This is an optimization exercise on Yosys and OpenROAD, whose aim is small area and a short achievable clock period, not a production implementation. Where RTL was checked, it was by simulation tests only, not by an equivalence proof against the original. No activity file was given, so power comes from the tool's default toggle rates.

==> build 53 <==
==> flow/design.v <==
module pdl_ctrl #(
   parameter int N       = 32,
   parameter int OUT_NUM = 8
) (
   input  logic                 clk,
   input  logic                 reset,
   input  logic                 cfg_valid,
   output logic                 cfg_ready,
   input  logic [7:0]           cfg_addr,
   input  logic [N-1:0]         cfg_data,
   output logic                 cfg_err,
   input  logic                 commit,
   input  logic                 arm,
   input  logic                 abort,
   input  logic                 ext_trigger,
   output logic [OUT_NUM-1:0]   ch_trigger,
   output logic [OUT_NUM*N-1:0] ch_dl,
   output logic [OUT_NUM*N-1:0] ch_wb,
   output logic                 busy,
   output logic                 commit_pending,
   output logic                 done
);
   logic [19:0] ld, kp;
   logic        err_d;
   logic        rst_q;
   pdl_decode u_decode (
      .cfg_valid(cfg_valid), .rst_q(rst_q), .cfg_addr(cfg_addr),
      .reset(reset), .ld(ld), .kp(kp), .err(err_d)
   );
   always_ff @(posedge clk) begin
      cfg_ready <= ~reset;
      rst_q     <= reset;
      cfg_err   <= err_d;
   end
   logic [N-1:0]       sh_dl  [OUT_NUM];
   logic [N-1:0]       sh_wb  [OUT_NUM];
   logic [OUT_NUM-1:0] sh_mask;
   logic [N-1:0]       sh_on, sh_off, sh_shots;
   logic [OUT_NUM-1:0] ld_dl, ld_wb, kp_dl, kp_wb;
   logic               ld_mask, ld_on, ld_off, ld_shots;
   logic               kp_mask, kp_on, kp_off, kp_shots;
   always_comb begin
      ld_dl    = ld[7:0];
      ld_wb    = ld[15:8];
      ld_mask  = ld[16];
      ld_on    = ld[17];
      ld_off   = ld[18];
      ld_shots = ld[19];
      kp_dl    = kp[7:0];
      kp_wb    = kp[15:8];
      kp_mask  = kp[16];
      kp_on    = kp[17];
      kp_off   = kp[18];
      kp_shots = kp[19];
   end
   always_ff @(posedge clk) begin
      for (int k = 0; k < OUT_NUM; k++) begin
         sh_dl[k] <= ({N{ld_dl[k]}} & cfg_data) | ({N{kp_dl[k]}} & sh_dl[k]);
         sh_wb[k] <= ({N{ld_wb[k]}} & cfg_data) | ({N{kp_wb[k]}} & sh_wb[k]);
      end
      sh_mask  <= ({OUT_NUM{ld_mask}} & cfg_data[OUT_NUM-1:0]) | ({OUT_NUM{kp_mask}} & sh_mask);
      sh_on    <= ({N{ld_on}}    & cfg_data) | ({N{kp_on}}    & sh_on);
      sh_off   <= ({N{ld_off}}   & cfg_data) | ({N{kp_off}}   & sh_off);
      sh_shots <= ({N{ld_shots}} & cfg_data) | ({N{kp_shots}} & sh_shots);
   end
   logic st_wait, st_on, st_off;
   logic idle;
   logic timer_one, shot_one;            
   logic last;                           
   logic do_copy;
   logic cp, hd;                         
   assign idle    = ~busy;
   assign do_copy = (commit & (idle | abort | last)) | (commit_pending & (abort | last));
   assign cp      = do_copy & ~reset;
   assign hd      = ~do_copy & ~reset;
   logic [N-1:0]       act_dl [OUT_NUM];
   logic [N-1:0]       act_wb [OUT_NUM];
   logic [OUT_NUM-1:0] act_mask;
   logic [N-1:0]       act_on, act_off, act_shots;
   always_ff @(posedge clk) begin
      for (int k = 0; k < OUT_NUM; k++) begin
         act_dl[k] <= ({N{cp}} & sh_dl[k]) | ({N{hd}} & act_dl[k]);
         act_wb[k] <= ({N{cp}} & sh_wb[k]) | ({N{hd}} & act_wb[k]);
      end
      act_mask  <= ({OUT_NUM{cp}} & sh_mask)  | ({OUT_NUM{hd}} & act_mask);
      act_on    <= ({N{cp}} & sh_on)    | ({N{hd}} & act_on);
      act_off   <= ({N{cp}} & sh_off)   | ({N{hd}} & act_off);
      act_shots <= ({N{cp}} & sh_shots) | ({N{hd}} & act_shots);
   end
   always_ff @(posedge clk) begin
      commit_pending <= ~reset & ~do_copy & (commit | commit_pending);
   end
   logic sync1, sync2, rise;
   always_ff @(posedge clk) begin
      sync1 <= ~reset & ext_trigger;
      sync2 <= ~reset & sync1;
   end
   assign rise = sync1 & ~sync2;
   logic [N-1:0] timer, shot;
   logic [N-1:0] on_v, off_v, shots_v;   
   logic         on_one, off_one, shots_one;
   logic         on_hz, off_hz, shots_hz, timer_hz, shot_hz;   
   logic         timer_two, shot_is2;
   pdl_hz u_on_hz    (.v(act_on),    .z(on_hz));
   pdl_hz u_off_hz   (.v(act_off),   .z(off_hz));
   pdl_hz u_shots_hz (.v(act_shots), .z(shots_hz));
   pdl_hz u_timer_hz (.v(timer),     .z(timer_hz));
   pdl_hz u_shot_hz  (.v(shot),      .z(shot_hz));
   assign timer_two = timer_hz & timer[1] & ~timer[0];
   assign shot_is2  = shot_hz  & shot[1]  & ~shot[0];
   always_comb begin
      on_one    = on_hz    & ~act_on[1];
      off_one   = off_hz   & ~act_off[1];
      shots_one = shots_hz & ~act_shots[1];
      on_v      = {act_on[N-1:1],    act_on[0]    | on_one};
      off_v     = {act_off[N-1:1],   act_off[0]   | off_one};
      shots_v   = {act_shots[N-1:1], act_shots[0] | shots_one};
   end
   logic run;                            
   logic tload;                          
   assign run   = st_on | st_off;
   assign tload = ~run | timer_one;
   logic [N-1:0] tld, timer_dec;
   logic         tz8, tz16, tz24;
   assign tld = st_on ? off_v : on_v;
   always_comb begin
      for (int i = 0; i < N; i++) begin
         logic brw;
         brw = 1'b1;
         for (int j = (i / 8) * 8; j < i; j++) brw = brw & ~timer[j];
         if (i >= 8  && i < 16) brw = brw & tz8;
         if (i >= 16 && i < 24) brw = brw & tz16;
         if (i >= 24)           brw = brw & tz24;
         timer_dec[i] = timer[i] ^ brw;
      end
   end
   always_ff @(posedge clk) begin
      if (tload) begin
         timer     <= tld;
         timer_one <= st_on ? off_one : on_one;
         tz8       <= (tld[7:0]  == '0);
         tz16      <= (tld[15:0] == '0);
         tz24      <= (tld[23:0] == '0);
      end else begin
         timer     <= timer_dec;
         timer_one <= timer_two;
         tz8       <= (timer[7:0]  == 8'd1);
         tz16      <= (timer[15:0] == 16'd1);
         tz24      <= (timer[23:0] == 24'd1);
      end
   end
   logic       shot_two, z8, z16, z24;
   logic       lz8, lz16, lz24;
   pdl_lowz u_lowz (.v(shot[23:0]), .z8(lz8), .z16(lz16), .z24(lz24));
   logic [N-1:0] shot_dec;
   always_comb begin
      for (int i = 0; i < N; i++) begin
         logic brw;
         brw = 1'b1;
         for (int j = (i / 8) * 8; j < i; j++) brw = brw & ~shot[j];
         if (i >= 8)  brw = brw & z8;
         if (i >= 16) brw = brw & z16;
         if (i >= 24) brw = brw & z24;
         shot_dec[i] = shot[i] ^ brw;
      end
   end
   always_ff @(posedge clk) begin
      shot_two <= shot_is2;
      z8       <= lz8;
      z16      <= lz16;
      z24      <= lz24;
      if (~run) begin
         shot     <= shots_v;
         shot_one <= shots_one;
      end else if (st_off & timer_one) begin
         shot     <= shot_dec;
         shot_one <= shot_two;
      end
   end
   logic mask_nz;
   assign mask_nz = |act_mask;
   always_ff @(posedge clk) begin
      if (reset | abort) begin
         st_wait    <= 1'b0;
         st_on      <= 1'b0;
         st_off     <= 1'b0;
         busy       <= 1'b0;
         last       <= 1'b0;
         done       <= 1'b0;
         ch_trigger <= '0;
      end else begin
         st_wait    <= (idle & arm & mask_nz) | (st_wait & ~rise);
         st_on      <= (st_wait & rise) | (st_on & ~timer_one) | (st_off & timer_one);
         st_off     <= (st_on & timer_one & ~shot_one) | (st_off & ~timer_one);
         busy       <= (idle & arm & mask_nz) | st_wait | st_off | (st_on & ~last);
         done       <= (idle & arm & ~mask_nz) | last;
         last       <= (st_wait & rise & on_one & shots_one)
                     | (st_on & ~timer_one & timer_two & shot_one)
                     | (st_off & timer_one & on_one & shot_two);
         ch_trigger <= ((st_wait & rise) | (st_on & ~timer_one) | (st_off & timer_one))
                       ? act_mask : '0;
      end
   end
   for (genvar k = 0; k < OUT_NUM; k++) begin : g_pack
      assign ch_dl[k*N +: N] = act_dl[k];
      assign ch_wb[k*N +: N] = act_wb[k];
   end
endmodule
module pdl_hz (
   input  logic [31:0] v,
   output logic        z
);
   assign z = ~|v[31:2];
endmodule
module pdl_lowz (
   input  logic [23:0] v,
   output logic        z8,
   output logic        z16,
   output logic        z24
);
   logic a, b, c;
   assign a   = ~|v[7:0];
   assign b   = ~|v[15:8];
   assign c   = ~|v[23:16];
   assign z8  = a;
   assign z16 = a & b;
   assign z24 = a & b & c;
endmodule
module pdl_decode (
   input  logic        cfg_valid,
   input  logic        rst_q,
   input  logic [7:0]  cfg_addr,
   input  logic        reset,
   output logic [19:0] ld,
   output logic [19:0] kp,
   output logic        err
);
   logic [19:0] hit;
   logic        miss;
   pdl_adec u_adec (.cfg_valid(cfg_valid), .cfg_addr(cfg_addr), .hit(hit), .miss(miss));
   pdl_sel  u_sel  (.hit(hit), .miss(miss), .rst_q(rst_q), .reset(reset),
                    .ld(ld), .kp(kp), .err(err));
endmodule
module pdl_adec (
   input  logic        cfg_valid,
   input  logic [7:0]  cfg_addr,
   output logic [19:0] hit,
   output logic        miss
);
   logic       g_dl, g_wb, g_cf;
   logic [7:0] lo;
   always_comb begin
      g_dl = cfg_valid & (cfg_addr[7:3] == 5'b00000);
      g_wb = cfg_valid & (cfg_addr[7:3] == 5'b01000);
      g_cf = cfg_valid & (cfg_addr[7:3] == 5'b10000) & ~cfg_addr[2];
      for (int k = 0; k < 8; k++) lo[k] = (cfg_addr[2:0] == 3'(k));
      for (int k = 0; k < 8; k++) begin
         hit[k]     = g_dl & lo[k];
         hit[8 + k] = g_wb & lo[k];
      end
      for (int k = 0; k < 4; k++) hit[16 + k] = g_cf & lo[k];
      miss = cfg_valid & ~(g_dl | g_wb | g_cf);
   end
endmodule
module pdl_sel (
   input  logic [19:0] hit,
   input  logic        miss,
   input  logic        rst_q,
   input  logic        reset,
   output logic [19:0] ld,
   output logic [19:0] kp,
   output logic        err
);
   always_comb begin
      ld  = hit & {20{~rst_q & ~reset}};
      kp  = ~hit & {20{~reset}};
      err = miss & ~rst_q & ~reset;
   end
endmodule
==> flow/flow/run.sh <==
#!/bin/bash
# The standard layout with two changes, both made through config.mk:
#  - buffer_ports uses plain buf_2 cells for the port buffers instead of
#    the delay cells it picks by default;
#  - the slow OR3/OR4 cells are kept out of the combinational logic (they
#    are added to DONT_USE_CELLS; no register cell is affected).
# The make output goes to standard.log in the work folder; ORFS's own
# per-step logs stay under orfs/logs/.
set -euo pipefail
cat >> config.mk <<'EOF'
export BUFFER_PORTS_ARGS = -buffer_cell sky130_fd_sc_hd__buf_2
export DONT_USE_CELLS += sky130_fd_sc_hd__or3_1 sky130_fd_sc_hd__or3_2 sky130_fd_sc_hd__or3_4 sky130_fd_sc_hd__or4_1 sky130_fd_sc_hd__or4_2 sky130_fd_sc_hd__or4_4 sky130_fd_sc_hd__or3b_1 sky130_fd_sc_hd__or3b_2 sky130_fd_sc_hd__or3b_4 sky130_fd_sc_hd__or4b_1 sky130_fd_sc_hd__or4b_2 sky130_fd_sc_hd__or4b_4 sky130_fd_sc_hd__or4bb_1 sky130_fd_sc_hd__or4bb_2 sky130_fd_sc_hd__or4bb_4
EOF
bash standard.sh > standard.log 2>&1
==> flow/standard.sh <==
#!/bin/bash
# synth_recipe.tcl (not shown) runs the flow's synth.tcl, then flattens the netlist and writes it again
# the make line also repeats each setting of config.mk as NAME=value (left out here)
make -C /OpenROAD-flow-scripts/flow DESIGN_CONFIG=/design/flow/config.mk WORK_HOME=/design/flow/orfs CLKGATE_MAP_FILE= SYNTH_SCRIPT=/design/flow/synth_recipe.tcl "${@:-finish}"
==> flow/config.mk <==
export PLATFORM = sky130hd
export DESIGN_NAME = pdl_ctrl
export DESIGN_NICKNAME = pdl_ctrl
export VERILOG_FILES = /design/flow/design.v
export SDC_FILE = /design/flow/constraint.sdc
export NUM_CORES = 4
export LEC_CHECK = 0
export CAP_MARGIN = 20
export CORE_MARGIN = 2
export CORE_UTILIZATION = 65
export CTS_CLUSTER_DIAMETER = 100
export CTS_CLUSTER_SIZE = 20
export SETUP_SLACK_MARGIN = 1.5
export SLEW_MARGIN = 20
export SYNTH_HIERARCHICAL = 1
export BUFFER_PORTS_ARGS = -buffer_cell sky130_fd_sc_hd__buf_2
export DONT_USE_CELLS += sky130_fd_sc_hd__or3_1 sky130_fd_sc_hd__or3_2 sky130_fd_sc_hd__or3_4 sky130_fd_sc_hd__or4_1 sky130_fd_sc_hd__or4_2 sky130_fd_sc_hd__or4_4 sky130_fd_sc_hd__or3b_1 sky130_fd_sc_hd__or3b_2 sky130_fd_sc_hd__or3b_4 sky130_fd_sc_hd__or4b_1 sky130_fd_sc_hd__or4b_2 sky130_fd_sc_hd__or4b_4 sky130_fd_sc_hd__or4bb_1 sky130_fd_sc_hd__or4bb_2 sky130_fd_sc_hd__or4bb_4
==> flow/constraint.sdc <==
create_clock -name core_clock -period 3.4 [get_ports {clk}]
set_input_delay 0.6800 -clock core_clock [delete_from_list [all_inputs] [get_ports {clk}]]
set_output_delay 0.6800 -clock core_clock [all_outputs]
set_load 0.01 [all_outputs]
==> inputs of trial 54, as changes to build 53 <==
--- a/flow/design.v
+++ b/flow/design.v
@@ -71,7 +71,7 @@
    logic cp, hd;                         
    assign idle    = ~busy;
    assign do_copy = (commit & (idle | abort | last)) | (commit_pending & (abort | last));
-   assign cp      = do_copy & ~reset;
+   assign cp      = do_copy & ~reset & ~rst_q;   
    assign hd      = ~do_copy & ~reset;
    logic [N-1:0]       act_dl [OUT_NUM];
    logic [N-1:0]       act_wb [OUT_NUM];
@@ -123,6 +123,8 @@
    logic [N-1:0] tld, timer_dec;
    logic         tz8, tz16, tz24;
    assign tld = st_on ? off_v : on_v;
+   logic [2:0] tzl, tzd;
+   pdl_tzn u_tzn (.t(timer[23:0]), .l(tld[23:0]), .zl(tzl), .zd(tzd));
    always_comb begin
       for (int i = 0; i < N; i++) begin
          logic brw;
@@ -138,15 +140,15 @@
       if (tload) begin
          timer     <= tld;
          timer_one <= st_on ? off_one : on_one;
-         tz8       <= (tld[7:0]  == '0);
-         tz16      <= (tld[15:0] == '0);
-         tz24      <= (tld[23:0] == '0);
+         tz8       <= tzl[0];
+         tz16      <= tzl[1];
+         tz24      <= tzl[2];
       end else begin
          timer     <= timer_dec;
          timer_one <= timer_two;
-         tz8       <= (timer[7:0]  == 8'd1);
-         tz16      <= (timer[15:0] == 16'd1);
-         tz24      <= (timer[23:0] == 24'd1);
+         tz8       <= tzd[0];
+         tz16      <= tzd[1];
+         tz24      <= tzd[2];
       end
    end
    logic       shot_two, z8, z16, z24;
@@ -272,8 +274,26 @@
    output logic        err
 );
    always_comb begin
-      ld  = hit & {20{~rst_q & ~reset}};
-      kp  = ~hit & {20{~reset}};
+      ld  = hit & {20{~rst_q}};
+      kp  = ~hit & {20{~rst_q}};
       err = miss & ~rst_q & ~reset;
    end
 endmodule
+module pdl_tzn (
+   input  logic [23:0] t,
+   input  logic [23:0] l,
+   output logic [2:0]  zl,
+   output logic [2:0]  zd
+);
+   logic a, b, c, d, e, f;
+   always_comb begin
+      a  = ~|l[7:0];
+      b  = ~|l[15:8];
+      c  = ~|l[23:16];
+      d  = (t[7:0] == 8'd1);
+      e  = ~|t[15:8];
+      f  = ~|t[23:16];
+      zl = {a & b & c, a & b, a};
+      zd = {d & e & f, d & e, d};
+   end
+endmodule
--- a/flow/config.mk
+++ b/flow/config.mk
@@ -9,7 +9,7 @@
 export CORE_MARGIN = 2
 export CORE_UTILIZATION = 65
 export CTS_CLUSTER_DIAMETER = 100
-export CTS_CLUSTER_SIZE = 20
+export CTS_CLUSTER_SIZE = 25
 export SETUP_SLACK_MARGIN = 1.5
 export SLEW_MARGIN = 20
 export SYNTH_HIERARCHICAL = 1
==> run notes <==
| metric | trial 54 | build 53 |
|---|---|---|
| Pwr/cell area | 438 nW/um2 | 529 nW/um2 |
| TritonCTS buffer count | 58 | 76 |
| Combinational fraction of design power | 6.4% | 3.7% |
| Worst Tran Pin Value | 1.22 ns | 1.26 ns |
| Compound-cell area share of the yosys netlist | 24.1% | 26.9% |
| Adder-cell share of the synthesized area | 0.389% | 0.498% |
| Initial standard-cell utilization of the core | 65.4% | 66.0% |
| Setup slack, reg-to-reg | 1.32 ns | 1.53 ns |
| Reported clock group power | 7.95 mW | 9.12 mW |
| Max H-tree Level | 2 | 3 |
| Post-synthesis area per instance | 9.27 um2 | 12.5 um2 |
| Switching Fraction | 24.6% | 22.3% |
| Instance count of the mapped netlist | 5,550 | 3,427 |
| Worst flop-to-flop path startpoint | act_off[3] | act_on[4] |
| Critical path class | register to register | primary input to register |
| Status | finished clean | finished clean |
| Post-synth top area share | 50.3% | 60.6% |
| Signal inverters | 33 | 24 |
| Number of placement rows | 103 | 93 |
| Pre-CTS setup slack | 0.842 ns | 0.704 ns |
| Worst slew margin relative to its limit | 18.8% | 15.2% |
| Share of synthesized area occupied by flip-flops and latches | 52.2% | 62.9% |
| Worst Setup Start Kind | register | primary input |
| Multi-input logic portion of the cell area | 38.9% | 29.7% |
No functional check of the RTL was part of trial 54.

[afterwards: timing with drivers on the ports]
How much do the figures lean on ideal ports? The routed layouts below were timed once more, with nothing changed but the port constraints. Step 1: set_driving_cell puts a clkbuf_16 on clk and a buf_2 on each other input, an assumption about the parent block. Step 2 times the ports against the registers' clock, not the clock port: input delays grow and output delays shrink by t, the midpoint of the rising clock arrivals with the driver on. Three values: ideal, step 1, step 2; two values: the first two.
run	t, ns	slack for setup (ns)	worst hold slack (ns)	worst setup path at the end	pins driven straight from the clock port
build 53	0.700	1.524 / 1.465 / 0.859	0.286 / 0.256 / 0.469	input to register	1
trial 54	0.742	1.323 / 1.323 / 0.897	0.206 / 0.165 / 0.462	input to register	1
After both steps setup and hold are still met in every run listed. The setup slack of build 53, which loses most, moves by -0.059 ns with the drivers and by -0.665 ns with both steps.
